Background: an optimization exercise with open tools, aiming at small area and a short achievable clock period. Do not read the settings as production practice. Function was checked by simulation only, so behaviour that the tests miss may differ from the original. The flow treats the clock pin as an ideal source, which a real chip does not have. Power figures rest on the tool's default switching activity, not on a simulated workload.

File: flow/standard.sh
#!/bin/bash
# synth_recipe.tcl (not shown) runs the flow's synth.tcl, then flattens the netlist and writes it again
# the make line also repeats each setting of config.mk as NAME=value (left out here)
make -C /OpenROAD-flow-scripts/flow DESIGN_CONFIG=/design/flow/config.mk WORK_HOME=/design/flow/orfs CLKGATE_MAP_FILE= SYNTH_SCRIPT=/design/flow/synth_recipe.tcl "${@:-finish}"
File: flow/flow/pre_cts.tcl
# Setup slack margin for this step's repair_timing.
set ::env(SETUP_SLACK_MARGIN) $::env(FLOW_MARGIN_CTS)
puts "bench flow: SETUP_SLACK_MARGIN $::env(SETUP_SLACK_MARGIN)"
File: flow/flow/run.sh
#!/bin/bash
source flow/margins.sh
export PRE_GLOBAL_PLACE_TCL=$PWD/flow/pre_global_place.tcl
export PRE_FLOORPLAN_TCL=$PWD/flow/pre_floorplan.tcl
export PRE_CTS_TCL=$PWD/flow/pre_cts.tcl
export PRE_GLOBAL_ROUTE_TCL=$PWD/flow/pre_global_route.tcl
bash standard.sh > standard_flow.log 2>&1
st=$?
tail -40 standard_flow.log
exit $st
File: flow/config.mk
export PLATFORM = sky130hd
export DESIGN_NAME = coef_grad_bank
export DESIGN_NICKNAME = coef_grad_bank
export VERILOG_FILES = /design/flow/design.v
export SDC_FILE = /design/flow/constraint.sdc
export NUM_CORES = 4
export LEC_CHECK = 0
export CAP_MARGIN = 40
export CELL_PAD_IN_SITES_DETAIL_PLACEMENT = 1
export CELL_PAD_IN_SITES_GLOBAL_PLACEMENT = 1
export CORE_MARGIN = 2
export CORE_UTILIZATION = 35
export CTS_CLUSTER_DIAMETER = 80
export CTS_CLUSTER_SIZE = 24
export PLACE_DENSITY = 0.5
export SLEW_MARGIN = 50
File: flow/design.v
module coef_grad_bank #(
  parameter int NC    = 99,
  parameter int N     = 16,
  parameter int G     = 4,
  parameter int LR_SH = 3
) (
  input  logic            clk,
  input  logic            rst,
  input  logic [NC-1:0]   bp_we,
  input  logic            dtb,
  input  logic [NC*N-1:0] grad_in,
  output logic [N-1:0]    bus_out,
  output logic            bus_en,
  output logic [15:0]     samples,
  output logic            save_done,
  output logic            onehot_err
);
  localparam int A = N + G;
  localparam logic [A-1:0] CBM = A'((1 << 4) | (1 << 8) | (1 << 12) | (1 << 16));
  logic any_we, many_we, one_hot;
  always_comb begin
    logic [127:0] an, mn;
    an = '0; mn = '0;
    an[NC-1:0] = bp_we;
    for (int w = 64; w >= 1; w = w / 2) begin
      for (int i = 0; i < w; i++) begin
        mn[i] = mn[2*i] | mn[2*i+1] | (an[2*i] & an[2*i+1]);
        an[i] = an[2*i] | an[2*i+1];
      end
    end
    any_we  = an[0];
    many_we = mn[0];
  end
  assign one_hot = any_we & ~many_we;
  logic last_only;
  assign last_only = bp_we[NC-1] & ~|bp_we[NC-2:0];
  logic [A-1:0]  nsq [NC];   
  logic [A-1:0]  ncq [NC];   
  logic [NC-1:0] nvq;        
  for (genvar k = 0; k < NC; k++) begin : g_acc
    logic [A-1:0] ns_q, nc_q;
    logic         nv_q;
    logic [A-1:0] na, nb, nc, nsum, ncy;
    assign na = ns_q | {A{nv_q}};
    assign nb = ~({{G{grad_in[k*N+N-1]}}, grad_in[k*N +: N]} & {A{bp_we[k] & ~dtb}});
    always_comb begin
      for (int i = 0; i < A; i++) begin
        if (i == 0)      nc[i] = 1'b1;
        else if (CBM[i]) nc[i] = nc_q[i] | nv_q;
        else             nc[i] = ncy[i-1];
        nsum[i] = na[i] ^ nb[i] ^ nc[i];
        ncy[i]  = (na[i] & nb[i]) | (na[i] & nc[i]) | (nb[i] & nc[i]);
      end
    end
    always_ff @(posedge clk) begin
      ns_q <= nsum;
      for (int i = 1; i < A; i++)
        if (CBM[i]) nc_q[i] <= ncy[i-1];
    end
    always_ff @(posedge clk or negedge rst) begin
      if (!rst) nv_q <= 1'b1;
      else      nv_q <= dtb & bp_we[k] & one_hot;
    end
    assign nsq[k] = ns_q;
    assign ncq[k] = nc_q | ~CBM;
    assign nvq[k] = nv_q;
  end
  logic [A-1:0] rns, rnc, rs, rc;
  logic         rnv, rv;
  always_comb begin
    rns = '0;
    rnc = '0;
    rnv = 1'b0;
    for (int k = 0; k < NC; k++) begin
      rns = rns | (nsq[k] & {A{bp_we[k]}});
      rnc = rnc | (ncq[k] & {A{bp_we[k]}});
      rnv = rnv | (nvq[k] & bp_we[k]);
    end
  end
  assign rs = ~rns;
  assign rc = ~rnc;
  assign rv = ~rnv;
  logic [A-1:0] val;
  logic [N-1:0] rd_val;
  assign val = rs + (rc & CBM);
  always_comb begin
    if (val[A-1] == val[A-2])
      rd_val = val[A-2:LR_SH];
    else if (val[A-1])
      rd_val = {1'b1, {(N-1){1'b0}}};
    else
      rd_val = {1'b0, {(N-1){1'b1}}};
  end
  always_ff @(posedge clk or negedge rst) begin
    if (!rst) begin
      bus_out    <= '0;
      bus_en     <= 1'b0;
      samples    <= '0;
      save_done  <= 1'b0;
      onehot_err <= 1'b0;
    end else begin
      bus_en    <= dtb & one_hot;
      save_done <= dtb & last_only;
      if (!dtb) begin
        if (any_we && samples != 16'hFFFF)
          samples <= samples + 16'd1;
      end else begin
        if (last_only)
          samples <= '0;
        if (any_we) begin
          bus_out <= (rv & ~many_we) ? rd_val : '0;
          if (many_we)
            onehot_err <= 1'b1;
        end
      end
    end
  end
endmodule
File: flow/flow/pre_floorplan.tcl
# Setup slack margin for this step's repair_timing.
set ::env(SETUP_SLACK_MARGIN) $::env(FLOW_MARGIN_FLOORPLAN)
puts "bench flow: SETUP_SLACK_MARGIN $::env(SETUP_SLACK_MARGIN)"
File: flow/flow/pre_global_route.tcl
# Setup slack margin for this step's repair_timing.
set ::env(SETUP_SLACK_MARGIN) $::env(FLOW_MARGIN_GRT)
puts "bench flow: SETUP_SLACK_MARGIN $::env(SETUP_SLACK_MARGIN)"
File: flow/flow/margins.sh
export FLOW_MARGIN_FLOORPLAN=0
export FLOW_MARGIN_CTS=6.0
export FLOW_MARGIN_GRT=6.0
File: flow/flow/pre_global_place.tcl
# Make the buffer_ports call in global_place.tcl use the smallest buffer.
if { [info procs my_orig_buffer_ports] eq "" } {
  rename buffer_ports my_orig_buffer_ports
  proc buffer_ports { args } {
    my_orig_buffer_ports -buffer_cell sky130_fd_sc_hd__buf_1 {*}$args
  }
}
File: flow/constraint.sdc
create_clock -name core_clock -period 10.5 [get_ports {clk}]
set_input_delay 2.1000 -clock core_clock [delete_from_list [all_inputs] [get_ports {clk}]]
set_output_delay 2.1000 -clock core_clock [all_outputs]
set_load 0.01 [all_outputs]
==> results of run 1 <==
## cells by family after synthesis
family          Yosys count  share of synthesized area, %
simple gates           4585                          19.1
flops                  2510                          39.9
fa+ha+maj              1896                          29.0
compound gates         1194                          7.74
buf+inv                 925                          2.77
xor+xnor                216                          1.48
mux                       3                        0.0235
## timing repair
action                                   CTS  global route
endpoints found under the setup margin  1163           242
resized for setup                        497           287
pin swaps                                 57            54
cloned                                    13             7
buffers inserted                         171            75
## flip-flops by register name, summed over array words and instances, names as in the netlist
signal	cells
save_done	1
bus_out	16
onehot_err	1
g_acc.nv_q	99
samples	16
bus_en	1
g_acc.ns_q	1980
g_acc.nc_q	396
## worst max-delay path, stage by stage
cell,delay (ns)
clkbuf_2,0.11
buf_12,0.17
a22o_1,0.41
a221oi_1,0.63
nand4_1,0.43
nor3_2,0.66
and3_1,0.46
a41oi_4,0.29
o311ai_4,0.37
o221ai_4,0.21
buf_12,0.18
maj3_2,0.30
o21ai_1,0.13
## metrics by stage
step | cell area, um2 | worst slack, ns
global route | 155000 | 4.91
finish | 156000 | 4.60
global placement | 141000 | 1.96
CTS | 152000 | 4.82
floorplan | 128000 | 4.76
detailed placement | 143000 | 2.47
## power breakdown
part           leakage [nW]  internal, mW  total [mW]  switching (mW)
Sequential             21.5          14.3        28.5            14.2
Clock                  2.56          3.15        7.30            4.15
Combinational          33.9          7.54        17.6            10.0
## area by class of cell
type                            count  share of cell area, %
Antenna cell                      484                  0.778
Clock buffer                      201                   2.73
Clock inverter                     74                  0.671
Inverter                          203                  0.491
Multi-Input combinational cell   7895                   49.0
Sequential cell                  2510                   33.0
Tap cell                         4794                   3.86
Timing Repair Buffer             2498                   9.46
## worst min-delay path by stage
| stage | start | to | slack [ns] | cells after the start |
|---|---|---|---|---|
| after floorplan | onehot_err$_DFFE_PN0P_ | onehot_err$_DFFE_PN0P_ | 0.51 | 1 |
| after global placement | samples[2]$_DFFE_PN0P_ | samples[2]$_DFFE_PN0P_ | 0.53 | 1 |
| after detailed placement | samples[2]$_DFFE_PN0P_ | samples[2]$_DFFE_PN0P_ | 0.55 | 1 |
| after CTS | samples[2]$_DFFE_PN0P_ | samples[2]$_DFFE_PN0P_ | 0.56 | 1 |
| after global routing | samples[2]$_DFFE_PN0P_ | samples[2]$_DFFE_PN0P_ | 0.59 | 1 |
| final | samples[2]$_DFFE_PN0P_ | samples[2]$_DFFE_PN0P_ | 0.56 | 1 |
## placed cells by master (no fill, tap or decap), types with 111 or more instances in the layout
| cell type | synthesis | routed |
|---|---|---|
| clkbuf_16 | 0 | 167 |
| diode_2 | 0 | 484 |
| dfxtp_1 | 2376 | 2175 |
| a22oi_1 | 368 | 326 |
| and2_1 | 202 | 156 |
| xor2_1 | 111 | 111 |
| inv_1 | 203 | 201 |
| a22o_1 | 360 | 338 |
| or2_2 | 2179 | 2179 |
| nand4_1 | 172 | 172 |
| dfxtp_2 | 0 | 200 |
| buf_4 | 3 | 502 |
| nor2_1 | 223 | 219 |
| buf_1 | 38 | 1620 |
| a221oi_1 | 355 | 241 |
| fa_1 | 1782 | 1706 |
| nand2_1 | 1527 | 1482 |
## layer usage
| layer | vias to the layer above | GRT usage, % | share of wire, % |
|---|---|---|---|
| li1 | 41400 | - | - |
| met1 | 63800 | 65.8 | 35 |
| met2 | 12500 | 80.3 | 39 |
| met3 | 3961 | 32.6 | 14 |
| met4 | 108 | 60.9 | 12 |
| met5 | - | 2.25 | 0.19 |
==> impl_metrics.py, run 1 <==
metrics = {
    "timing": {
        "worst_slew_pin_slew_ns": 0.965,
        "hold_viol": 0,
        "fin_tns_setup_ns": 0,
        "fmax_ghz": 0.170,
        "skew_ns": 0.0982,
        "slew_headroom_pct": 35.6,
        "setup_viol": 0,
        "fin_crit_ns": 5.90,
        "drv_slew": 0,
        "fin_crit_sh_pct": 56.2,
        "rsz0062_at_grt": "true",
        "holdWs_ns": 0.560,
    },
    "clock_network": {
        "hold_buffers": 0,
        "cts.sinks": 2510,
        "cts_tree": "done",
        "cts_made_buffers": 157,
        "insertion_delay_ns": 1.07,
        "clk_pin_slew_ns": 0.09,
    },
    "route": {
        "drt-total-wl_um": 1150000,
        "num_vias": 122000,
        "wl_per_cell_um": 61.5,
        "final_antenna_net_count": 0,
        "viasPerCell": 6.53,
        "drc": 0,
        "first_pass_iters": 9,
        "dr.first_iter.drc_count": 18300,
    },
    "die": {
        "chipWidth_um": 608,
        "fp-row-count": 221,
        "dieArea_um2": 370000,
        "die_h_um": 608,
        "initial_core_util_pct": 35.2,
        "core_area_um2": 363000,
        "io_pins": 1721,
    },
    "final_layout": {
        "fillCellCount": 39300,
        "register_area_um2": 51300,
        "areaGrowthSynthToFinish_pct": 21.7,
        "drive_above_1_share_pct": 31.0,
        "final_util_pct": 42.9,
        "num-nets-final": 16800,
        "final_cells": 18700,
        "multi_input_area_um2": 76300,
    },
    "yosys": {
        "synth-async-reset-ratio_pct": 5.34,
        "synth.ff_latch_count": 2510,
        "syn_avg_cell_area_um2": 11.3,
        "synth_nets": 14900,
        "synth_warnings": 3,
        "synthTopCellsByArea": "dfxtp_1 37%, fa_1 28%, or2_2 11%",
        "synth.distinct_cells": 70,
        "synth_area_um2": 128000,
        "synth_edf_count": 0,
        "ys_top_cells_by_count": "2,376 x dfxtp_1, 2,179 x or2_2, 1,782 x fa_1",
        "syn_inst": 11300,
        "synth_flop_cell": "dfxtp_1",
        "synth.most_common_cell": "dfxtp_1",
        "synth_top_area_share_pct": 37.2,
        "seq_area_frac_synth_pct": 39.9,
        "yosysTopAreaCell": "dfxtp_1",
    },
    "setup_path": {
        "endpoint": "bus_out[4]$_DFFE_PN0P_",
        "reg2reg_depth": 14,
        "r2r-end": "bus_out[14]$_DFFE_PN0P_",
        "end_kind": "flop",
        "timing.rr.start": "g_acc[94].nc_q[16]$_DFF_P_",
        "critPathLaunchType": "input pin",
        "crit_fanout": 27,
        "r2r_setup_slack_ns": 5.52,
        "required_ns": 11.41,
        "criticalPathCategory": "input pin to flop",
        "cp-startpoint": "bp_we[68]",
        "cp_data_arrival_time_ns": 6.81,
    },
    "min_path": {
        "worstHoldPathType": "flop to flop",
    },
    "placed_design": {
        "placedCellCount": 17600,
        "hpwl_um": 959000,
        "gp_congestion": 1.19,
        "port_buffers": 1720,
    },
    "global_routing": {
        "antenna_found_initial": 475,
        "grt_max_degree": 39,
        "grt_usage_pct": 60.2,
        "grt_overflow": 0,
        "grt_pass1_wl_um": 1390000,
        "grt_pass1_vias": 116000,
    },
    "job": {
        "cap_violations": 0,
    },
    "status": {
        "outcome": "no timing/DRC/antenna violations",
    },
    "pwr": {
        "finalPower_mw": 53.4,
        "ir_drop_mv": 0.161,
        "p_leak_nw": 57.9,
        "power.density_nw_per_um2": 343,
    },
}
==> run 2, diff against run 1 <==
--- a/flow/design.v
+++ b/flow/design.v
@@ -16,7 +16,7 @@
   output logic            onehot_err
 );
   localparam int A = N + G;
-  localparam logic [A-1:0] CBM = A'((1 << 4) | (1 << 8) | (1 << 12) | (1 << 16));
+  localparam logic [A-1:0] CBM = A'((1 << 5) | (1 << 10) | (1 << 15));
   logic any_we, many_we, one_hot;
   always_comb begin
     logic [127:0] an, mn;
==> flow/flow/run.sh (replaced) <==
#!/bin/bash
export PRE_GLOBAL_PLACE_TCL=$PWD/flow/pre_global_place.tcl
bash standard.sh > standard_flow.log 2>&1
st=$?
tail -40 standard_flow.log
exit $st
--- a/flow/config.mk
+++ b/flow/config.mk
@@ -13,4 +13,5 @@
 export CTS_CLUSTER_DIAMETER = 80
 export CTS_CLUSTER_SIZE = 24
 export PLACE_DENSITY = 0.5
+export SETUP_SLACK_MARGIN = 5.0
 export SLEW_MARGIN = 50
removed: flow/flow/margins.sh
removed: flow/flow/pre_cts.tcl
removed: flow/flow/pre_floorplan.tcl
removed: flow/flow/pre_global_route.tcl
==> run 2 against run 1 <==
Net effect: still clean on timing, DRC and antenna; sequential power is 7% lower; synthesized area decreased by 2.8%; combinational power is 5% lower; final cell count decreased by 3.7%; via count shrank 7.7%; first-iteration DRC count fell by 14%; flip-flop and latch count decreased by 99; utilization down 0.95 points; die area shrank 2.8%; global-route usage down 4.4 points; critical endpoint is now bus_out[13]$_DFFE_PN0P_.
==> impl_metrics.py, run 2 <==
metrics = {
    "yosys": {
        "synth_nets": 14600,
        "synth_area_um2": 124000,
        "synth.most_common_cell": "dfxtp_1",
        "yosys.area_share.simple_pct": 18.8,
        "synthXorXnorAreaFrac_pct": 1.54,
        "synthTopCellsByArea": "dfxtp_1 37%, fa_1 29%, or2_2 10%",
        "synth_warnings": 3,
        "syn_inst": 11000,
        "synth_flop_cell": "dfxtp_1",
        "seq_area_frac_synth_pct": 39.5,
        "ys_top_cells_by_count": "2,277 x dfxtp_1, 2,080 x or2_2, 1,782 x fa_1",
        "synth.ff_latch_count": 2411,
        "synth_edf_count": 0,
        "synth.distinct_cells": 59,
        "synth-async-reset-ratio_pct": 5.56,
        "yosysTopAreaCell": "dfxtp_1",
        "synth_compound_gate_area_share_pct": 7.63,
        "synth_top_family_by_area": "adder cells",
        "synth_top_area_share_pct": 36.7,
        "synth_fa_ha_area_share_pct": 29.8,
        "syn_avg_cell_area_um2": 11.3,
        "synthMuxAreaShare_pct": 0.00805,
    },
    "global_routing": {
        "busiest_layer": "met2",
        "grtUsageMet3_pct": 24.9,
        "grt_max_degree": 53,
        "antenna_found_initial": 405,
        "grt_pass1_vias": 109000,
        "grt_pass1_wl_um": 1250000,
        "grt_overflow": 0,
        "grt_use_met1_pct": 64.0,
        "grt_usage_pct": 55.9,
        "grt_util_met2_pct": 76.7,
    },
    "final_layout": {
        "drive_above_1_share_pct": 27.3,
        "final_cell_mix": "2,141 x dfxtp_1, 2,080 x or2_2, 1,782 x fa_1",
        "num-nets-final": 16200,
        "areaGrowthSynthToFinish_pct": 19.1,
        "layout_commonest_cell": "dfxtp_1",
        "top_register": "g_acc.ns_q",
        "reg_top3": "g_acc.ns_q (1980), g_acc.nc_q (297), g_acc.nv_q (99)",
        "largest_register_ff_count": 1980,
        "final_cells": 18000,
    },
    "route": {
        "viasPerCell": 6.25,
        "wl_per_cell_um": 57.3,
        "first_pass_iters": 9,
        "dr.first_iter.drc_count": 15800,
        "final_antenna_net_count": 0,
        "drc": 0,
        "num_vias": 112000,
        "drt-total-wl_um": 1030000,
    },
    "job": {
        "cap_violations": 0,
    },
    "die": {
        "dieArea_um2": 360000,
        "core_area_um2": 353000,
        "io_pins": 1721,
        "initial_core_util_pct": 35.2,
        "fp-row-count": 218,
        "chipWidth_um": 600,
        "die_h_um": 600,
    },
    "timing": {
        "skew_ns": 0.0656,
        "worst_slew_pin_slew_ns": 1.00,
        "setup_viol": 0,
        "slew_headroom_pct": 33.0,
        "fin_crit_ns": 5.84,
        "setup_slack_ns": 4.66,
        "fmax_ghz": 0.171,
        "hold_viol": 0,
        "drv_slew": 0,
        "rsz0062_at_grt": "true",
        "holdWs_ns": 0.553,
        "fin_crit_sh_pct": 55.6,
        "fin_tns_setup_ns": 0,
    },
    "setup_path": {
        "reg2reg_depth": 14,
        "criticalPathCategory": "input pin to flop",
        "critPathLaunchType": "input pin",
        "crit_fanout": 17,
        "end_kind": "flop",
        "cp_data_arrival_time_ns": 6.65,
        "required_ns": 11.32,
    },
    "pwr": {
        "intPower_mw": 24.2,
        "power.density_nw_per_um2": 341,
        "p_switching_mw": 26.3,
        "p_comb_share_pct": 33.3,
        "finalPower_mw": 50.5,
        "switching_share_pct": 52.0,
        "p_leak_nw": 54.6,
        "ir_drop_mv": 0.177,
        "power_frac_seq_pct": 52.7,
        "power.share.clock_pct": 14.0,
    },
    "min_path": {
        "worstHoldPathType": "flop to flop",
        "hold_depth": 1,
    },
    "clock_network": {
        "hold_buffers": 0,
        "cts_made_buffers": 150,
        "cts.sinks": 2411,
        "cts_max_path_buffers": 4,
        "ctsHtreeMaxLevel": 4,
        "insertion_delay_ns": 0.95,
        "cts_tree": "done",
        "root_buffer": "clkbuf_16",
        "clk_pin_slew_ns": 0.10,
    },
    "status": {
        "outcome": "no timing/DRC/antenna violations",
    },
    "placed_design": {
        "gp_congestion": 1.19,
        "pre_cts_ws_ns": 3.07,
        "placedCellCount": 17100,
        "hpwl_um": 876000,
        "port_buffers": 1720,
    },
}
## run 2: stage by stage
step,util (%),cell area [um2]
after floorplan,-,127000
after global placement,38.8,137000
after detailed placement,39.3,139000
after CTS,41.2,146000
after global routing,41.7,147000
final,41.9,148000
## run 2: layout make-up
cell class / instances / area [um2]
flip-flops and latches: 2411 / 49300
clock buffers: 184 / 3980
fillers: 38700 / 205000
repair buffers: 2228 / 11500
well taps: 4730 / 5920
multi-input cells: 7656 / 74100
inverters: 204 / 766
diodes: 465 / 1160
clock inverters: 86 / 1280
## run 2: repair_timing
item,CTS,global route
pin swaps,50,40
resized for setup,279,125
cloned,1,6
endpoints found under the setup margin,144,159
buffers inserted,31,42
## run 2: cell families (layout without fill, tap and decap cells)
logic type,count (synthesis),in the layout
XOR/XNOR,218,218
multiplexers,1,1
other,0,465
flip-flops,2411,2411
adder cells (fa/ha/maj),1889,1889
AND/OR/NAND/NOR,4415,4415
buffers and inverters,925,2702
AO/OA/AOI/OAI,1132,1133
## run 2: worst max-delay path, cell delays in order
cell and delay, ns:
clkbuf_8 0.29, buf_12 0.28, a22o_1 0.31, a221oi_1 0.46, nand4_1 0.70, nor3_4 0.57, and3_1 0.48, nor2b_1 0.23
or4b_4 0.49, nand3_4 0.14, a31oi_4 0.19, a221o_1 0.35
## run 2: power by group through the flow
stage | clock network, mW | logic [mW] | registers [mW]
floorplan | 0 | 9.57 | 15.2
global placement | 0 | 14.3 | 24.9
detailed placement | 0 | 15.7 | 24.9
CTS | 7.04 | 16.0 | 24.9
global route | 7.36 | 17.8 | 25.1
finish | 7.09 | 16.8 | 26.6
## run 2: layer usage
metal	vias up	routed length, um
li1	39700	-
met2	10400	415000
met4	86	115000
met5	-	1410
met1	59200	367000
met3	3034	131000
## run 2: path summary, 6_finish.rpt
kind                                             from                  endpoint  slack (ns)
max in group asynchronous                         rst    bus_out[9]$_DFFE_PN0P_        7.77
hold reg to reg                onehot_err$_DFFE_PN0P_    onehot_err$_DFFE_PN0P_        0.55
min in group asynchronous                         rst  g_acc[65].nv_q$_DFF_PN1_        1.38
setup / recovery                            bp_we[80]   bus_out[13]$_DFFE_PN0P_        4.66
hold / removal                 onehot_err$_DFFE_PN0P_    onehot_err$_DFFE_PN0P_        0.55
setup reg to reg           g_acc[56].nc_q[15]$_DFF_P_   bus_out[13]$_DFFE_PN0P_        5.53
==> run 3, diff against run 2 <==
--- a/flow/design.v
+++ b/flow/design.v
@@ -16,7 +16,7 @@
   output logic            onehot_err
 );
   localparam int A = N + G;
-  localparam logic [A-1:0] CBM = A'((1 << 5) | (1 << 10) | (1 << 15));
+  localparam logic [A-1:0] CBM = A'((1 << 4) | (1 << 8) | (1 << 12) | (1 << 16));
   logic any_we, many_we, one_hot;
   always_comb begin
     logic [127:0] an, mn;
==> flow/flow/run.sh (replaced) <==
#!/bin/bash
source flow/margins.sh
export PRE_GLOBAL_PLACE_TCL=$PWD/flow/pre_global_place.tcl
export PRE_FLOORPLAN_TCL=$PWD/flow/pre_floorplan.tcl
export PRE_CTS_TCL=$PWD/flow/pre_cts.tcl
export PRE_GLOBAL_ROUTE_TCL=$PWD/flow/pre_global_route.tcl
bash standard.sh "DONT_USE_CELLS=$(cat flow/dont_use_cells.txt)" finish > standard_flow.log 2>&1
st=$?
tail -40 standard_flow.log
exit $st
==> flow/flow/dont_use_cells.txt (new file) <==
sky130_fd_sc_hd__lpflow_bleeder_1 sky130_fd_sc_hd__lpflow_clkbufkapwr_1 sky130_fd_sc_hd__lpflow_clkbufkapwr_16 sky130_fd_sc_hd__lpflow_clkbufkapwr_2 sky130_fd_sc_hd__lpflow_clkbufkapwr_4 sky130_fd_sc_hd__lpflow_clkbufkapwr_8 sky130_fd_sc_hd__lpflow_clkinvkapwr_1 sky130_fd_sc_hd__lpflow_clkinvkapwr_16 sky130_fd_sc_hd__lpflow_clkinvkapwr_2 sky130_fd_sc_hd__lpflow_clkinvkapwr_4 sky130_fd_sc_hd__lpflow_clkinvkapwr_8 sky130_fd_sc_hd__lpflow_decapkapwr_12 sky130_fd_sc_hd__lpflow_decapkapwr_3 sky130_fd_sc_hd__lpflow_decapkapwr_4 sky130_fd_sc_hd__lpflow_decapkapwr_6 sky130_fd_sc_hd__lpflow_decapkapwr_8 sky130_fd_sc_hd__lpflow_inputiso0n_1 sky130_fd_sc_hd__lpflow_inputiso0p_1 sky130_fd_sc_hd__lpflow_inputiso1n_1 sky130_fd_sc_hd__lpflow_inputiso1p_1 sky130_fd_sc_hd__lpflow_inputisolatch_1 sky130_fd_sc_hd__lpflow_isobufsrc_1 sky130_fd_sc_hd__lpflow_isobufsrc_16 sky130_fd_sc_hd__lpflow_isobufsrc_2 sky130_fd_sc_hd__lpflow_isobufsrc_4 sky130_fd_sc_hd__lpflow_isobufsrc_8 sky130_fd_sc_hd__lpflow_isobufsrckapwr_16 sky130_fd_sc_hd__lpflow_lsbuf_lh_hl_isowell_tap_1 sky130_fd_sc_hd__lpflow_lsbuf_lh_hl_isowell_tap_2 sky130_fd_sc_hd__lpflow_lsbuf_lh_hl_isowell_tap_4 sky130_fd_sc_hd__lpflow_lsbuf_lh_isowell_4 sky130_fd_sc_hd__lpflow_lsbuf_lh_isowell_tap_1 sky130_fd_sc_hd__lpflow_lsbuf_lh_isowell_tap_2 sky130_fd_sc_hd__lpflow_lsbuf_lh_isowell_tap_4 sky130_fd_sc_hd__probe_p_8 sky130_fd_sc_hd__probec_p_8  sky130_fd_sc_hd__a2111o_1 sky130_fd_sc_hd__a2111o_2 sky130_fd_sc_hd__a2111o_4 sky130_fd_sc_hd__a2111oi_0 sky130_fd_sc_hd__a2111oi_1 sky130_fd_sc_hd__a2111oi_2 sky130_fd_sc_hd__a2111oi_4 sky130_fd_sc_hd__a311o_1 sky130_fd_sc_hd__a311o_2 sky130_fd_sc_hd__a311o_4 sky130_fd_sc_hd__a311oi_1 sky130_fd_sc_hd__a311oi_2 sky130_fd_sc_hd__a311oi_4 sky130_fd_sc_hd__a41o_1 sky130_fd_sc_hd__a41o_2 sky130_fd_sc_hd__a41o_4 sky130_fd_sc_hd__a41oi_1 sky130_fd_sc_hd__a41oi_2 sky130_fd_sc_hd__a41oi_4 sky130_fd_sc_hd__nor3_1 sky130_fd_sc_hd__nor3_2 sky130_fd_sc_hd__nor3_4 sky130_fd_sc_hd__nor3b_1 sky130_fd_sc_hd__nor3b_2 sky130_fd_sc_hd__nor3b_4 sky130_fd_sc_hd__nor4_1 sky130_fd_sc_hd__nor4_2 sky130_fd_sc_hd__nor4_4 sky130_fd_sc_hd__nor4b_1 sky130_fd_sc_hd__nor4b_2 sky130_fd_sc_hd__nor4b_4 sky130_fd_sc_hd__nor4bb_1 sky130_fd_sc_hd__nor4bb_2 sky130_fd_sc_hd__nor4bb_4 sky130_fd_sc_hd__o2111a_1 sky130_fd_sc_hd__o2111a_2 sky130_fd_sc_hd__o2111a_4 sky130_fd_sc_hd__o2111ai_1 sky130_fd_sc_hd__o2111ai_2 sky130_fd_sc_hd__o2111ai_4 sky130_fd_sc_hd__o311a_1 sky130_fd_sc_hd__o311a_2 sky130_fd_sc_hd__o311a_4 sky130_fd_sc_hd__o311ai_0 sky130_fd_sc_hd__o311ai_1 sky130_fd_sc_hd__o311ai_2 sky130_fd_sc_hd__o311ai_4 sky130_fd_sc_hd__o41a_1 sky130_fd_sc_hd__o41a_2 sky130_fd_sc_hd__o41a_4 sky130_fd_sc_hd__o41ai_1 sky130_fd_sc_hd__o41ai_2 sky130_fd_sc_hd__o41ai_4 sky130_fd_sc_hd__or3_1 sky130_fd_sc_hd__or3_2 sky130_fd_sc_hd__or3_4 sky130_fd_sc_hd__or3b_1 sky130_fd_sc_hd__or3b_2 sky130_fd_sc_hd__or3b_4 sky130_fd_sc_hd__or4_1 sky130_fd_sc_hd__or4_2 sky130_fd_sc_hd__or4_4 sky130_fd_sc_hd__or4b_1 sky130_fd_sc_hd__or4b_2 sky130_fd_sc_hd__or4b_4 sky130_fd_sc_hd__or4bb_1 sky130_fd_sc_hd__or4bb_2 sky130_fd_sc_hd__or4bb_4
==> flow/flow/margins.sh (new file) <==
export FLOW_MARGIN_FLOORPLAN=5.0
export FLOW_MARGIN_CTS=5.0
export FLOW_MARGIN_GRT=5.0
==> flow/flow/pre_cts.tcl (new file) <==
# Setup slack margin for this step's repair_timing.
set ::env(SETUP_SLACK_MARGIN) $::env(FLOW_MARGIN_CTS)
puts "bench flow: SETUP_SLACK_MARGIN $::env(SETUP_SLACK_MARGIN)"
==> flow/flow/pre_floorplan.tcl (new file) <==
# Setup slack margin for this step's repair_timing.
set ::env(SETUP_SLACK_MARGIN) $::env(FLOW_MARGIN_FLOORPLAN)
puts "bench flow: SETUP_SLACK_MARGIN $::env(SETUP_SLACK_MARGIN)"
==> flow/flow/pre_global_route.tcl (new file) <==
# Setup slack margin for this step's repair_timing.
set ::env(SETUP_SLACK_MARGIN) $::env(FLOW_MARGIN_GRT)
puts "bench flow: SETUP_SLACK_MARGIN $::env(SETUP_SLACK_MARGIN)"
--- a/flow/config.mk
+++ b/flow/config.mk
@@ -13,5 +13,4 @@
 export CTS_CLUSTER_DIAMETER = 80
 export CTS_CLUSTER_SIZE = 24
 export PLACE_DENSITY = 0.5
-export SETUP_SLACK_MARGIN = 5.0
 export SLEW_MARGIN = 50
==> run 3 against run 2 <==
Net effect: design area grew 1.9%; synthesized area grew 3.5%; critical path depth grew 3; sequential share of layout area grew 0.73 points; still clean; sequential power grew 4%; fmax grew 0.16%; global-route usage grew 1.2 points; die area grew 3.5%; flip-flop and latch count grew 99; count of clock-buffer cells in the layout grew 10; largest cell class unchanged.
==> impl_metrics.py, run 3 <==
metrics = {
    "timing": {
        "hold_viol": 0,
        "skew_ns": 0.0595,
        "worst_slew_pin_slew_ns": 0.977,
        "holdWs_ns": 0.527,
        "fin_crit_sh_pct": 55.5,
        "drv_slew": 0,
        "setup_viol": 0,
        "fin_tns_setup_ns": 0,
        "fin_crit_ns": 5.83,
        "slew_headroom_pct": 34.8,
        "fmax_ghz": 0.172,
        "rsz0062_at_grt": "false",
    },
    "final_layout": {
        "top_register": "g_acc.ns_q",
        "reg_top3": "g_acc.ns_q (1980), g_acc.nc_q (396), g_acc.nv_q (99)",
        "largest_register_ff_count": 1980,
        "areaGrowthSynthToFinish_pct": 17.2,
        "num-nets-final": 16600,
        "final_cells": 18600,
        "drive_above_1_share_pct": 27.0,
        "layout_commonest_cell": "dfxtp_1",
        "final_cell_mix": "2,199 x dfxtp_1, 2,181 x or2_2, 1,782 x fa_1",
        "fillCellCount": 40000,
        "final_util_pct": 41.2,
    },
    "clock_network": {
        "cts.sinks": 2510,
        "cts_made_buffers": 158,
        "hold_buffers": 0,
        "cts_tree": "done",
        "insertion_delay_ns": 1.02,
        "clk_pin_slew_ns": 0.09,
    },
    "yosys": {
        "synth-async-reset-ratio_pct": 5.34,
        "syn_inst": 11400,
        "synth_area_um2": 129000,
        "synth_top_area_share_pct": 37.0,
        "synth.ff_latch_count": 2510,
        "synth.distinct_cells": 63,
        "ys_top_cells_by_count": "2,376 x dfxtp_1, 2,181 x or2_2, 1,782 x fa_1",
        "seq_area_frac_synth_pct": 39.7,
        "synthTopCellsByArea": "dfxtp_1 37%, fa_1 28%, or2_2 11%",
        "yosysTopAreaCell": "dfxtp_1",
        "syn_avg_cell_area_um2": 11.3,
        "synth_edf_count": 0,
        "synth_nets": 15000,
        "synth_flop_cell": "dfxtp_1",
        "synth_warnings": 3,
        "synth.most_common_cell": "dfxtp_1",
    },
    "setup_path": {
        "end_kind": "flop",
        "cpPeakStageDelay_ns": 0.51,
        "timing.rr.start": "g_acc[88].nc_q[12]$_DFF_P_",
        "path_cells": "clkbuf_2 > buf_6 > a221oi_2 > nand4_1 > nor2_1 > nand4_1 > nor2_4 > ha_2 > inv_1 > and4bb_2 > mux2i_4 > and4b_4 > nand2b_1 > a31oi_1 > a22o_1",
        "cp-startpoint": "bp_we[59]",
        "r2r_setup_slack_ns": 5.80,
        "required_ns": 11.35,
        "worst_path_most_repeated_cell": "nand4_1",
        "crit_fanout": 15,
        "slowest_stage": "a221oi_2",
        "criticalPathCategory": "input pin to flop",
        "cp_data_arrival_time_ns": 6.68,
        "critPathLaunchType": "input pin",
    },
    "die": {
        "initial_core_util_pct": 35.2,
        "fp-row-count": 222,
        "chipWidth_um": 610,
        "core_area_um2": 366000,
        "die_h_um": 610,
        "io_pins": 1721,
        "dieArea_um2": 373000,
    },
    "pwr": {
        "ir_drop_mv": 0.184,
        "p_leak_nw": 55.7,
        "intPower_mw": 24.8,
        "p_comb_share_pct": 32.9,
        "power.share.clock_pct": 14.2,
        "switching_share_pct": 52.4,
        "p_switching_mw": 27.3,
        "power_frac_seq_pct": 52.9,
        "power.density_nw_per_um2": 345,
        "finalPower_mw": 52.1,
    },
    "status": {
        "outcome": "no timing/DRC/antenna violations",
    },
    "route": {
        "drc": 0,
        "wl_per_cell_um": 58.5,
        "first_pass_iters": 9,
        "num_vias": 118000,
        "drt-total-wl_um": 1090000,
        "viasPerCell": 6.34,
        "final_antenna_net_count": 0,
        "dr.first_iter.drc_count": 17600,
    },
    "global_routing": {
        "grt_usage_pct": 57.1,
        "grt_pass1_wl_um": 1320000,
        "grt_pass1_vias": 113000,
        "antenna_found_initial": 453,
        "grt_overflow": 0,
        "grt_max_degree": 46,
    },
    "min_path": {
        "worstHoldPathType": "flop to flop",
        "hp-start": "onehot_err$_DFFE_PN0P_",
    },
    "placed_design": {
        "placedCellCount": 17700,
        "port_buffers": 1720,
        "hpwl_um": 925000,
        "gp_congestion": 1.22,
    },
    "job": {
        "cap_violations": 0,
    },
}
==> run 3: changes by cell type after synthesis, sizes merged, moves of 21 or more <==
cell	change
a221oi	-149
nor4	-46
nand2	+21
and4	+87
nor2	+120
or2	+102
a22oi	+355
clkbuf	-182
or4	-24
and4b	+36
o21ai	+21
dfxtp	+99
a22o	-148
buf	+181
==> run 3: critical path: cells and delay by family <==
family                   cells  cell delay (ns)
adder cells (fa/ha/maj)      1             0.28
AND/OR/NAND/NOR              7             2.23
AO/OA/AOI/OAI                3             0.83
buffers and inverters        3             0.84
multiplexers                 1             0.33
==> run 3: worst paths after layout <==
path | endpoint | depth (start not counted)
min in group asynchronous | samples[6]$_DFFE_PN0P_ | 1
max in group asynchronous | g_acc[73].nv_q$_DFF_PN1_ | 4
worst max-delay path | bus_out[14]$_DFFE_PN0P_ | 15
worst max register to register | bus_out[0]$_DFFE_PN0P_ | 13
worst min register to register | onehot_err$_DFFE_PN0P_ | 1
worst min-delay path | onehot_err$_DFFE_PN0P_ | 1
==> run 3: area by class of cell <==
class	count	area (um2)	share of cell area, %
multi-input cells	7986	75200	49.8
well taps	4816	6030	3.99
clock inverters	83	1230	0.819
repair buffers	2198	10700	7.09
inverters	209	785	0.520
clock buffers	194	4170	2.77
flip-flops and latches	2510	51300	34.0
diodes	578	1450	0.959
==> run 3: repair_timing <==
item | in CTS | in global routing
endpoints found under the hold margin | 0 | 0
buffers inserted | 11 | 3
gates cloned | 1 | 1
gates resized for setup | 97 | 112
endpoints found under the setup margin | 107 | 38
pin swaps | 17 | 36
==> run 3: logic make-up (layout without fill, tap and decap cells) <==
group	Yosys count	in the layout	synth area share, %
other	0	578	0
and+or+nand+nor	4678	4680	19.4
adders and majority gates	1896	1896	28.8
DFF	2510	2510	39.7
AOI/OAI and AO/OA	1189	1189	7.41
muxes	2	2	0.0165
buffers and inverters	929	2684	3.16
xor gates and xnor gates	219	219	1.49
==> run 3: metal layers <==
metal	part of all wire [%]	global-route usage, %
met1	35	63.6
met2	40	76.7
met4	12	55.7
met5	0.085	0.349
met3	13	29.7
==> run 3: per-stage QoR <==
step	instance area [um2]	setup WS [ns]
3_5_place_dp	142000	2.87
6_report	151000	4.67
3_3_place_gp	141000	2.32
5_1_grt	150000	5.00
4_1_cts	148000	4.96
2_1_floorplan	129000	5.02
==> run 3: power by group through the flow <==
stage | combinational (mW) | sequential [mW] | clock, mW
2_1_floorplan | 9.52 | 15.7 | 0
3_3_place_gp | 14.4 | 25.7 | 0
3_5_place_dp | 15.9 | 25.7 | 0
4_1_cts | 16.1 | 25.6 | 7.30
5_1_grt | 18.0 | 25.9 | 7.65
6_report | 17.2 | 27.6 | 7.38
==> run 4, diff against run 3 <==
==> flow/flow/margins.sh (replaced) <==
export FLOW_MARGIN_FLOORPLAN=5.0
export FLOW_MARGIN_CTS=5.8
export FLOW_MARGIN_GRT=5.8
==> run 4 against run 3 <==
Net effect: sequential share of layout area shrank 0.77 points; flip-flop and latch count is the same; register-to-register slack gained 0.06 ns; hold slack lost 0.0038 ns; clock skew is essentially flat; worst setup slack gained 0.30 ns; final cell count grew 1.2%; design area grew 2.4%; synthesized cell count is the same; critical endpoint is now bus_out[9]$_DFFE_PN0P_.
==> impl_metrics.py, run 4 <==
metrics = {
    "setup_path": {
        "cp.depth": 15,
        "required_ns": 11.41,
        "criticalPathCategory": "input pin to flop",
        "reg2reg_depth": 14,
        "r2r_setup_slack_ns": 5.86,
        "critPathBufInv": 4,
        "endpoint": "bus_out[9]$_DFFE_PN0P_",
        "critPathLaunchType": "input pin",
        "timing.rr.start": "g_acc[8].nc_q[12]$_DFF_P_",
        "end_kind": "flop",
        "path_cells": "clkbuf_2 > buf_12 > a221oi_4 > nand4_1 > nor2_4 > nand4_1 > nor2_2 > ha_4 > inv_2 > and4bb_4 > a211oi_4 > buf_4 > and4b_4 > maj3_2 > o21ai_2",
        "worst_path_most_repeated_cell": "nand4_1",
        "crit_fanout": 16,
        "cpPeakStageDelay_ns": 0.54,
        "cp_data_arrival_time_ns": 6.43,
        "r2r-end": "bus_out[9]$_DFFE_PN0P_",
        "cp-startpoint": "bp_we[43]",
        "slowest_stage": "nand4_1",
        "critPathTopFamily": "simple AND/OR/NAND/NOR gates",
    },
    "global_routing": {
        "grt_pass1_vias": 114000,
        "antenna_found_initial": 469,
        "grt_overflow": 0,
        "grt_pass1_wl_um": 1340000,
        "grt_max_degree": 46,
        "grt_usage_pct": 57.8,
    },
    "timing": {
        "drv_slew": 0,
        "fmax_ghz": 0.181,
        "hold_viol": 0,
        "rsz0062_at_grt": "true",
        "setup_slack_ns": 4.98,
        "fin_crit_ns": 5.52,
        "setup_viol": 0,
        "fin_crit_sh_pct": 52.6,
        "fin_tns_setup_ns": 0,
        "slew_headroom_pct": 26.2,
        "skew_ns": 0.0596,
        "worst_slew_pin_slew_ns": 1.11,
    },
    "pwr": {
        "p_comb_share_pct": 33.1,
        "ir_drop_mv": 0.172,
        "p_switching_mw": 27.5,
        "intPower_mw": 24.9,
        "switching_share_pct": 52.4,
        "power_frac_seq_pct": 52.8,
        "power.density_nw_per_um2": 339,
        "p_leak_nw": 57.3,
        "power.share.clock_pct": 14.1,
        "finalPower_mw": 52.4,
    },
    "placed_design": {
        "gp_congestion": 1.22,
        "pre_cts_ws_ns": 2.87,
        "port_buffers": 1720,
        "hpwl_um": 925000,
    },
    "final_layout": {
        "fillCellCount": 39900,
        "largest_register_ff_count": 1980,
        "areaGrowthSynthToFinish_pct": 20.0,
        "final_cell_mix": "2,191 x dfxtp_1, 2,181 x or2_2, 1,773 x fa_1",
        "top_register": "g_acc.ns_q",
        "layout_commonest_cell": "dfxtp_1",
        "num-nets-final": 16800,
        "reg_top3": "g_acc.ns_q (1980), g_acc.nc_q (396), g_acc.nv_q (99)",
        "drive_above_1_share_pct": 28.6,
    },
    "die": {
        "fp-row-count": 222,
        "io_pins": 1721,
        "die_h_um": 610,
        "core_area_um2": 366000,
        "chipWidth_um": 610,
        "dieArea_um2": 373000,
        "initial_core_util_pct": 35.2,
    },
    "yosys": {
        "synth_top_area_share_pct": 37.0,
        "seq_area_frac_synth_pct": 39.7,
        "synth_edf_count": 0,
        "synth_compound_gate_area_share_pct": 7.41,
        "synth.distinct_cells": 63,
        "synth_top_family_by_area": "adder cells",
        "synth_flop_cell": "dfxtp_1",
        "synthXorXnorAreaFrac_pct": 1.49,
        "synthTopCellsByArea": "dfxtp_1 37%, fa_1 28%, or2_2 11%",
        "yosysTopAreaCell": "dfxtp_1",
        "synthMuxAreaShare_pct": 0.0165,
        "synth_area_um2": 129000,
        "synth.most_common_cell": "dfxtp_1",
        "syn_inst": 11400,
        "synth_fa_ha_area_share_pct": 28.8,
        "yosys.area_share.simple_pct": 19.4,
        "ys_top_cells_by_count": "2,376 x dfxtp_1, 2,181 x or2_2, 1,782 x fa_1",
        "synth_nets": 15000,
        "syn_avg_cell_area_um2": 11.3,
        "synth-async-reset-ratio_pct": 5.34,
        "synth.ff_latch_count": 2510,
        "synth_warnings": 3,
    },
    "clock_network": {
        "cts.sinks": 2510,
        "insertion_delay_ns": 1.00,
        "cts_tree": "done",
        "cts_made_buffers": 158,
        "clk_pin_slew_ns": 0.09,
    },
    "route": {
        "first_pass_iters": 6,
        "viasPerCell": 6.32,
        "final_antenna_net_count": 0,
        "wl_per_cell_um": 58.5,
        "dr.first_iter.drc_count": 16800,
        "drt-total-wl_um": 1100000,
        "num_vias": 119000,
        "drc": 0,
    },
    "job": {
        "cap_violations": 0,
    },
    "status": {
        "outcome": "no timing/DRC/antenna violations",
    },
    "min_path": {
        "worstHoldPathType": "flop to flop",
    },
}
-- run 4: final cells by class --
class                      count  area [um2]  share of cell area [%]
antenna                      636        1590                    1.03
clock buffer                 194        4170                    2.70
clock inverter                83        1230                   0.800
inverter                     209         785                   0.508
multi-input combinational   7986       75900                    49.2
sequential                  2510       51300                    33.2
tap                         4816        6030                    3.90
timing repair buffer        2354       13300                    8.64
-- run 4: timing repair --
action,in CTS,in global routing
pin swaps,82,36
setup buffers,117,52
setup endpoints to repair,488,195
cloned,13,1
hold buffers,0,0
resized for setup,515,77
-- run 4: stage by stage --
stage | instances | cell area [um2] | hold slack [ns] | util (%)
3_5_place_dp | 17700 | 142000 | 0.510 | 38.9
4_1_cts | 18100 | 152000 | 0.529 | 41.5
5_1_grt | 18500 | 154000 | 0.549 | 42.0
3_3_place_gp | 17600 | 141000 | 0.523 | 38.4
6_report | 18800 | 154000 | 0.523 | 42.2
2_1_floorplan | 11400 | 129000 | 0.512 | -
-- run 4: worst min-delay path by stage --
stage          cells after the start  slack (ns)                     end              startpoint
2_1_floorplan                      1        0.51  onehot_err$_DFFE_PN0P_  onehot_err$_DFFE_PN0P_
3_3_place_gp                       1        0.52  onehot_err$_DFFE_PN0P_  onehot_err$_DFFE_PN0P_
3_5_place_dp                       1        0.51  onehot_err$_DFFE_PN0P_  onehot_err$_DFFE_PN0P_
4_1_cts                            1        0.53  onehot_err$_DFFE_PN0P_  onehot_err$_DFFE_PN0P_
5_1_grt                            1        0.55  onehot_err$_DFFE_PN0P_  onehot_err$_DFFE_PN0P_
6_report                           1        0.52  onehot_err$_DFFE_PN0P_  onehot_err$_DFFE_PN0P_
-- run 4: kinds of logic (layout without fill, tap and decap cells) --
family | count (synthesis) | in the layout
buffers and inverters | 929 | 2840
other | 0 | 636
xor gates and xnor gates | 219 | 219
DFF | 2510 | 2510
muxes | 2 | 2
adders and majority gates | 1896 | 1896
and+or+nand+nor | 4678 | 4680
AOI/OAI and AO/OA | 1189 | 1189
-- run 4: power groups by stage --
stage	combinational, mW	clock [mW]	sequential (mW)
after global placement	14.4	0	25.7
after CTS	16.3	7.30	25.7
after global routing	18.2	7.65	26.0
final	17.3	7.37	27.7
after detailed placement	15.9	0	25.7
after floorplan	9.52	0	15.7
-- run 4: metal layers --
| layer | track usage, % | routed length, um | up-vias |
|---|---|---|---|
| met4 | 57.1 | 130000 | 106 |
| met1 | 63.1 | 383000 | 62400 |
| met2 | 77.4 | 433000 | 11200 |
| met5 | 5.50 | 3360 | - |
| met3 | 31.1 | 150000 | 3476 |
| li1 | - | - | 41500 |
==> run 5, diff against run 4 <==
--- a/flow/design.v
+++ b/flow/design.v
@@ -16,7 +16,7 @@
   output logic            onehot_err
 );
   localparam int A = N + G;
-  localparam logic [A-1:0] CBM = A'((1 << 4) | (1 << 8) | (1 << 12) | (1 << 16));
+  localparam logic [A-1:0] CBM = A'((1 << 5) | (1 << 10) | (1 << 15));
   logic any_we, many_we, one_hot;
   always_comb begin
     logic [127:0] an, mn;
==> flow/flow/margins.sh (replaced) <==
export FLOW_MARGIN_FLOORPLAN=5.0
export FLOW_MARGIN_CTS=5.5
export FLOW_MARGIN_GRT=5.5
==> run 5 against run 4 <==
Net effect: synthesized area down 2.6%; synthesized cell count decreased by 2.5%; die area down 2.6%; global-route usage fell by 3.4 points; still clean.
==> impl_metrics.py, run 5 <==
metrics = {
    "status": {
        "outcome": "no timing/DRC/antenna violations",
    },
    "route": {
        "wl_per_cell_um": 55.5,
        "dr.first_iter.drc_count": 16000,
        "drc": 0,
        "num_vias": 112000,
        "viasPerCell": 6.16,
        "final_antenna_net_count": 0,
        "first_pass_iters": 8,
        "drt-total-wl_um": 1010000,
    },
    "min_path": {
        "worstHoldPathType": "flop to flop",
    },
    "yosys": {
        "synth_top_family_by_area": "adder cells",
        "synth_top_area_share_pct": 36.4,
        "synth_fa_ha_area_share_pct": 29.5,
        "ys_top_cells_by_count": "2,277 x dfxtp_1, 2,079 x or2_2, 1,782 x fa_1",
        "synthXorXnorAreaFrac_pct": 1.56,
        "synth.distinct_cells": 61,
        "synth.ff_latch_count": 2411,
        "seq_area_frac_synth_pct": 39.1,
        "synth_area_um2": 125000,
        "synthTopCellsByArea": "dfxtp_1 36%, fa_1 28%, or2_2 10%",
        "synth_nets": 14700,
        "synth_flop_cell": "dfxtp_1",
        "synth_warnings": 3,
        "syn_avg_cell_area_um2": 11.3,
        "synth-async-reset-ratio_pct": 5.56,
        "synth.most_common_cell": "dfxtp_1",
        "syn_inst": 11100,
        "yosysTopAreaCell": "dfxtp_1",
        "yosys.area_share.simple_pct": 19.5,
        "synth_compound_gate_area_share_pct": 7.23,
        "synthMuxAreaShare_pct": 0.00898,
        "synth_edf_count": 0,
    },
    "timing": {
        "fmax_ghz": 0.187,
        "skew_ns": 0.0781,
        "fin_crit_ns": 5.36,
        "rsz0062_at_grt": "true",
        "fin_crit_sh_pct": 51.0,
        "drv_slew": 0,
        "hold_viol": 0,
        "worst_slew_pin_slew_ns": 1.04,
        "setup_viol": 0,
        "fin_tns_setup_ns": 0,
        "slew_headroom_pct": 30.9,
    },
    "die": {
        "die_h_um": 603,
        "core_area_um2": 356000,
        "initial_core_util_pct": 35.2,
        "chipWidth_um": 603,
        "io_pins": 1721,
        "dieArea_um2": 363000,
        "fp-row-count": 219,
    },
    "pwr": {
        "p_leak_nw": 56.1,
        "finalPower_mw": 49.7,
        "power.share.clock_pct": 15.4,
        "intPower_mw": 24.6,
        "power.density_nw_per_um2": 331,
        "p_switching_mw": 25.1,
        "power_frac_seq_pct": 49.8,
        "switching_share_pct": 50.5,
        "ir_drop_mv": 0.148,
        "p_comb_share_pct": 34.8,
    },
    "global_routing": {
        "grt_pass1_vias": 110000,
        "grt_pass1_wl_um": 1240000,
        "grt_usage_pct": 54.4,
        "grt_overflow": 0,
        "grt_max_degree": 50,
        "antenna_found_initial": 389,
    },
    "setup_path": {
        "worst_path_most_repeated_cell": "and4_1",
        "criticalPathCategory": "input pin to flop",
        "required_ns": 11.31,
        "path_cells": "buf_4 > buf_12 > a22oi_1 > nand4_1 > and4b_1 > and4_1 > and4_1 > o211ai_1 > and3_4 > o211ai_4 > clkbuf_16 > o211ai_2",
        "cp_data_arrival_time_ns": 6.17,
        "slowest_stage": "and4b_1",
        "r2r_setup_slack_ns": 6.23,
        "cpPeakStageDelay_ns": 0.69,
        "end_kind": "flop",
        "critPathLaunchType": "input pin",
        "crit_fanout": 15,
    },
    "clock_network": {
        "hold_buffers": 0,
        "cts_tree": "done",
        "clk_pin_slew_ns": 0.10,
        "cts.sinks": 2411,
        "insertion_delay_ns": 1.00,
        "cts_made_buffers": 164,
    },
    "final_layout": {
        "areaGrowthSynthToFinish_pct": 19.8,
        "multi_input_area_um2": 74500,
        "top_register": "g_acc.ns_q",
        "fillCellCount": 38800,
        "reg_top3": "g_acc.ns_q (1980), g_acc.nc_q (297), g_acc.nv_q (99)",
        "final_cell_mix": "2,177 x dfxtp_1, 2,079 x or2_2, 1,764 x fa_1",
        "largest_register_ff_count": 1980,
        "register_area_um2": 49200,
        "layout_commonest_cell": "dfxtp_1",
        "drive_above_1_share_pct": 28.0,
        "num-nets-final": 16500,
    },
    "placed_design": {
        "hpwl_um": 851000,
        "gp_congestion": 1.19,
        "port_buffers": 1720,
    },
    "job": {
        "cap_violations": 0,
    },
}
==> run 5: changes by cell type in the layout (fill, tap and decap cells not counted), moves of 14 or more <==
cell	delta
buf_4	-24
diode_2	-220
or2_2	-102
a221oi_1	-32
a22o_1	-49
dfxtp_1	-14
nand2_2	+22
nor2_4	-14
buf_2	+14
clkbuf_1	-14
dfxtp_2	-83
==> run 5: area by class of cell <==
type                       instances  area share (%)
antenna                          416           0.693
multi-input combinational       7801            49.6
clock buffer                     191            2.92
sequential                      2411            32.8
clock inverter                   108           0.976
inverter                         205           0.512
timing repair buffer            2321            8.60
tap                             4751            3.96
==> run 5: power by group through the flow <==
stage / clock, mW / sequential, mW / combinational, mW
2_1_floorplan: 0 / 15.2 / 9.46
5_1_grt: 7.97 / 23.7 / 18.3
6_report: 7.68 / 24.8 / 17.3
3_5_place_dp: 0 / 23.4 / 15.9
3_3_place_gp: 0 / 23.4 / 14.6
4_1_cts: 7.63 / 23.4 / 16.3
==> run 5: path summary, 6_finish.rpt <==
path / from / end / depth (start not counted)
max in group asynchronous: rst / g_acc[27].nv_q$_DFF_PN1_ / 4
min in group asynchronous: rst / save_done$_DFF_PN0_ / 1
min reg2reg: onehot_err$_DFFE_PN0P_ / onehot_err$_DFFE_PN0P_ / 1
max reg2reg: g_acc[33].nc_q[10]$_DFF_P_ / bus_out[3]$_DFFE_PN0P_ / 15
min: onehot_err$_DFFE_PN0P_ / onehot_err$_DFFE_PN0P_ / 1
max: bp_we[60] / bus_out[3]$_DFFE_PN0P_ / 12
==> run 5: kinds of logic (layout without fill, tap and decap cells) <==
| kind of cell | after synthesis | after routing |
|---|---|---|
| AO/OA/AOI/OAI | 1124 | 1124 |
| buffers and inverters | 928 | 2825 |
| multiplexers | 1 | 1 |
| AND/OR/NAND/NOR | 4566 | 4566 |
| flip-flops | 2411 | 2411 |
| XOR/XNOR | 223 | 223 |
| adder cells (fa/ha/maj) | 1887 | 1887 |
| other | 0 | 416 |
==> run 5: repair_timing <==
item / in CTS / in global routing
gates resized for setup: 422 / 198
setup buffers: 76 / 70
pin swaps: 48 / 52
gates cloned: 4 / 3
setup endpoints to repair: 517 / 189
==> run 5: critical path, delay by kind of cell <==
kind	cells	cell delay (ns)
simple gates	5	2.09
compound gates	4	1.11
buf+inv	3	0.77
==> run 5: stage by stage <==
stage	hold slack (ns)	util (%)	cell area, um2	worst slack [ns]	cells
finish	0.501	42.2	150000	5.14	18200
global route	0.542	42.0	150000	5.36	17900
CTS	0.506	41.4	147000	5.43	17700
detailed placement	0.479	39.0	139000	3.67	17300
global placement	0.480	38.6	137000	2.85	17200
floorplan	0.513	-	126000	5.00	11100
==> run 5: routing by layer <==
metal / share of wire (%) / GRT usage [%] / up-vias
met5: 0.12 / 0.766 / -
met4: 11 / 52.2 / 94
met1: 35 / 61.4 / 59200
met3: 13 / 24.0 / 2842
li1: - / - / 40100
met2: 41 / 75.8 / 9830
==> run 6, diff against run 5 <==
==> flow/flow/margins.sh (replaced) <==
export FLOW_MARGIN_FLOORPLAN=5.0
export FLOW_MARGIN_CTS=5.7
export FLOW_MARGIN_GRT=5.7
==> run 6 against run 5 <==
Net effect: now fails the layout checks on antenna violations; flip-flop and latch count stayed put; fmax up 1.8%; count of clock-buffer cells in the layout did not move; first-iteration DRC count barely moved; hold slack gained 0.0067 ns; clock skew increased by 0.011 ns; sequential share of layout area is 0.44 points lower; critical endpoint is now bus_out[4]$_DFFE_PN0P_.
==> impl_metrics.py, run 6 <==
metrics = {
    "timing": {
        "rsz0062_at_grt": "true",
        "setup_slack_ns": 5.24,
        "fin_crit_ns": 5.26,
        "worst_slew_pin_slew_ns": 0.961,
        "fmax_ghz": 0.190,
        "fin_crit_sh_pct": 50.1,
        "setup_viol": 0,
        "drv_slew": 0,
        "slew_headroom_pct": 35.8,
        "hold_viol": 0,
        "skew_ns": 0.0888,
        "fin_tns_setup_ns": 0,
    },
    "yosys": {
        "synth_edf_count": 0,
        "yosysTopAreaCell": "dfxtp_1",
        "syn_inst": 11100,
        "seq_area_frac_synth_pct": 39.1,
        "ys_top_cells_by_count": "2,277 x dfxtp_1, 2,079 x or2_2, 1,782 x fa_1",
        "synth_compound_gate_area_share_pct": 7.23,
        "synth-async-reset-ratio_pct": 5.56,
        "synth_top_area_share_pct": 36.4,
        "synth.distinct_cells": 61,
        "syn_avg_cell_area_um2": 11.3,
        "synth.ff_latch_count": 2411,
        "synth_area_um2": 125000,
        "synth_flop_cell": "dfxtp_1",
        "synthXorXnorAreaFrac_pct": 1.56,
        "synthTopCellsByArea": "dfxtp_1 36%, fa_1 28%, or2_2 10%",
        "synth.most_common_cell": "dfxtp_1",
        "synth_top_family_by_area": "adder cells",
        "synth_warnings": 3,
        "synthMuxAreaShare_pct": 0.00898,
        "synth_fa_ha_area_share_pct": 29.5,
        "yosys.area_share.simple_pct": 19.5,
        "synth_nets": 14700,
    },
    "setup_path": {
        "worst_path_most_repeated_cell": "nand4_1",
        "cpPeakStageDelay_ns": 0.42,
        "r2r_setup_slack_ns": 6.16,
        "critPathTopFamily": "simple AND/OR/NAND/NOR gates",
        "critPathLaunchType": "input pin",
        "critPathBufInv": 4,
        "end_kind": "flop",
        "path_cells": "clkbuf_8 > buf_16 > buf_4 > a22o_1 > a221oi_1 > nand4_1 > nor2_2 > nand4_1 > nor2_2 > ha_4 > and4_1 > and4_4 > nand4_1 > a211o_1 > o211ai_4 > o211ai_4 > buf_12 > o211ai_1",
        "required_ns": 11.34,
        "cp_data_arrival_time_ns": 6.10,
        "criticalPathCategory": "input pin to flop",
        "slowest_stage": "nand4_1",
        "crit_fanout": 8,
    },
    "route": {
        "final_antenna_net_count": 1,
        "first_pass_iters": 6,
        "dr.first_iter.drc_count": 15900,
        "num_vias": 113000,
        "wl_per_cell_um": 55.4,
        "drc": 0,
        "viasPerCell": 6.17,
        "drt-total-wl_um": 1020000,
    },
    "die": {
        "core_area_um2": 356000,
        "fp-row-count": 219,
        "die_h_um": 603,
        "initial_core_util_pct": 35.2,
        "io_pins": 1721,
        "chipWidth_um": 603,
        "dieArea_um2": 363000,
    },
    "pwr": {
        "ir_drop_mv": 0.145,
        "p_comb_share_pct": 35.0,
        "p_leak_nw": 57.1,
        "power.share.clock_pct": 15.4,
        "intPower_mw": 24.7,
        "switching_share_pct": 50.4,
        "power.density_nw_per_um2": 327,
        "p_switching_mw": 25.2,
        "power_frac_seq_pct": 49.6,
    },
    "global_routing": {
        "grt_max_degree": 48,
        "antenna_found_initial": 403,
        "grt_usage_pct": 54.7,
        "grt_overflow": 0,
        "grt_pass1_vias": 111000,
        "grt_pass1_wl_um": 1250000,
    },
    "placed_design": {
        "port_buffers": 1720,
        "hpwl_um": 851000,
        "pre_cts_ws_ns": 3.67,
        "gp_congestion": 1.19,
    },
    "final_layout": {
        "areaGrowthSynthToFinish_pct": 21.5,
        "final_util_pct": 42.8,
        "drive_above_1_share_pct": 29.6,
        "top_register": "g_acc.ns_q",
        "largest_register_ff_count": 1980,
        "reg_top3": "g_acc.ns_q (1980), g_acc.nc_q (297), g_acc.nv_q (99)",
        "layout_commonest_cell": "dfxtp_1",
        "final_cell_mix": "2,175 x dfxtp_1, 2,079 x or2_2, 1,698 x fa_1",
        "num-nets-final": 16600,
    },
    "clock_network": {
        "clk_pin_slew_ns": 0.09,
        "cts_made_buffers": 164,
        "cts_tree": "done",
        "hold_buffers": 0,
        "cts.sinks": 2411,
        "insertion_delay_ns": 1.00,
    },
    "status": {
        "outcome": "finished with violations",
        "failed_checks": "antenna violations",
    },
    "min_path": {
        "worstHoldPathType": "flop to flop",
    },
    "job": {
        "cap_violations": 0,
    },
}
[run 6: cell types whose count changed in the layout (fill, tap and decap cells not counted), moves of 20 or more]
cell / delta
fa_2: +66
nand2_1: -29
buf_6: +21
buf_4: +74
fa_1: -66
nand2_2: +20
buf_12: +22
[run 6: worst register-to-register path, delay by kind of cell, from the launching register on]
kind,cells,cell delay [ns]
adders and majority gates,1,0.18
AOI/OAI and AO/OA,6,1.63
buffers and inverters,1,0.21
DFF,1,0.55
and+or+nand+nor,7,1.65
[run 6: cells by family after synthesis]
logic type | Yosys count
fa+ha+maj | 1887
xor+xnor | 223
compound gates | 1124
flops | 2411
simple gates | 4566
mux | 1
buf+inv | 928
[run 6: power groups by stage]
| stage | logic, mW | clock network [mW] | registers, mW |
|---|---|---|---|
| after floorplan | 9.46 | 0 | 15.2 |
| after global placement | 14.6 | 0 | 23.4 |
| after detailed placement | 15.9 | 0 | 23.4 |
| after CTS | 16.4 | 7.63 | 23.4 |
| after global routing | 18.4 | 7.96 | 23.6 |
| final | 17.4 | 7.67 | 24.8 |
[run 6: final timing paths]
path,endpoint,depth (start not counted),startpoint
worst min-delay path,onehot_err$_DFFE_PN0P_,1,onehot_err$_DFFE_PN0P_
max in group asynchronous,g_acc[27].nv_q$_DFF_PN1_,4,rst
min in group asynchronous,save_done$_DFF_PN0_,1,rst
worst max-delay path,bus_out[4]$_DFFE_PN0P_,18,bp_we[2]
worst min register to register,onehot_err$_DFFE_PN0P_,1,onehot_err$_DFFE_PN0P_
worst max register to register,bus_out[4]$_DFFE_PN0P_,15,g_acc[76].nc_q[10]$_DFF_P_
[run 6: repair_timing]
action	CTS	global route
setup buffers	165	109
gates cloned	7	4
pin swaps	55	50
resized for setup	609	230
endpoints found under the setup margin	773	305
[run 6: routing by layer]
| layer | GRT usage (%) | share of wire (%) | vias to the layer above |
|---|---|---|---|
| met3 | 25.0 | 13 | 3097 |
| li1 | - | - | 40400 |
| met4 | 53.3 | 12 | 78 |
| met5 | 0.489 | 0.11 | - |
| met2 | 76.0 | 40 | 9986 |
| met1 | 61.3 | 35 | 59600 |
[run 6: stage by stage]
| step | std cells | hold WS (ns) | area [um2] | power (mW) |
|---|---|---|---|---|
| after floorplan | 11100 | 0.513 | 126000 | 24.7 |
| final | 18400 | 0.508 | 152000 | 49.9 |
| after global routing | 18100 | 0.542 | 152000 | 50.0 |
| after detailed placement | 17300 | 0.479 | 139000 | 39.3 |
| after CTS | 17800 | 0.506 | 149000 | 47.4 |
| after global placement | 17200 | 0.480 | 137000 | 38.0 |
[run 6: area by class of cell]
type / instances / area [um2]
sequential: 2411 / 49200
inverter: 205 / 769
timing repair buffer: 2453 / 14600
antenna: 431 / 1080
multi-input combinational: 7802 / 74900
clock buffer: 191 / 4380
fill: 38700 / 204000
tap: 4751 / 5940
clock inverter: 108 / 1470

==> afterwards: timing with drivers on the ports <==
The results above use ideal ports. As a check the final layouts listed here were re-extracted and re-timed, cells and wires unchanged. Step 1 sets driving cells, clkbuf_16 on the clock port and buf_2 on the other inputs (assumed; they add their load-dependent delay and slew). Step 2 also shifts input and output timing later by t, the mid clock arrival at the registers, as if the neighbouring blocks saw the same clock. Slacks: ideal / step 1 / step 2; pairs: ideal / step 1.
| run | t, ns | setup WS [ns] | latest minus earliest clock arrival (ns) |
|---|---|---|---|
| run 1 | 1.147 | 4.602 / 4.700 / 3.552 | 0.113 / 0.113 |
| run 2 | 1.056 | 4.664 / 4.758 / 3.702 | 0.083 / 0.082 |
| run 3 | 1.116 | 4.673 / 4.766 / 3.650 | 0.076 / 0.076 |
| run 4 | 1.101 | 4.977 / 5.081 / 3.980 | 0.070 / 0.070 |
| run 5 | 1.092 | 5.141 / 5.245 / 4.153 | 0.080 / 0.080 |
| run 6 | 1.091 | 5.237 / 5.335 / 4.244 | 0.088 / 0.089 |
For run 1, which loses most, drivers alone change the setup slack by +0.098 ns; drivers and shift together by -1.050 ns.
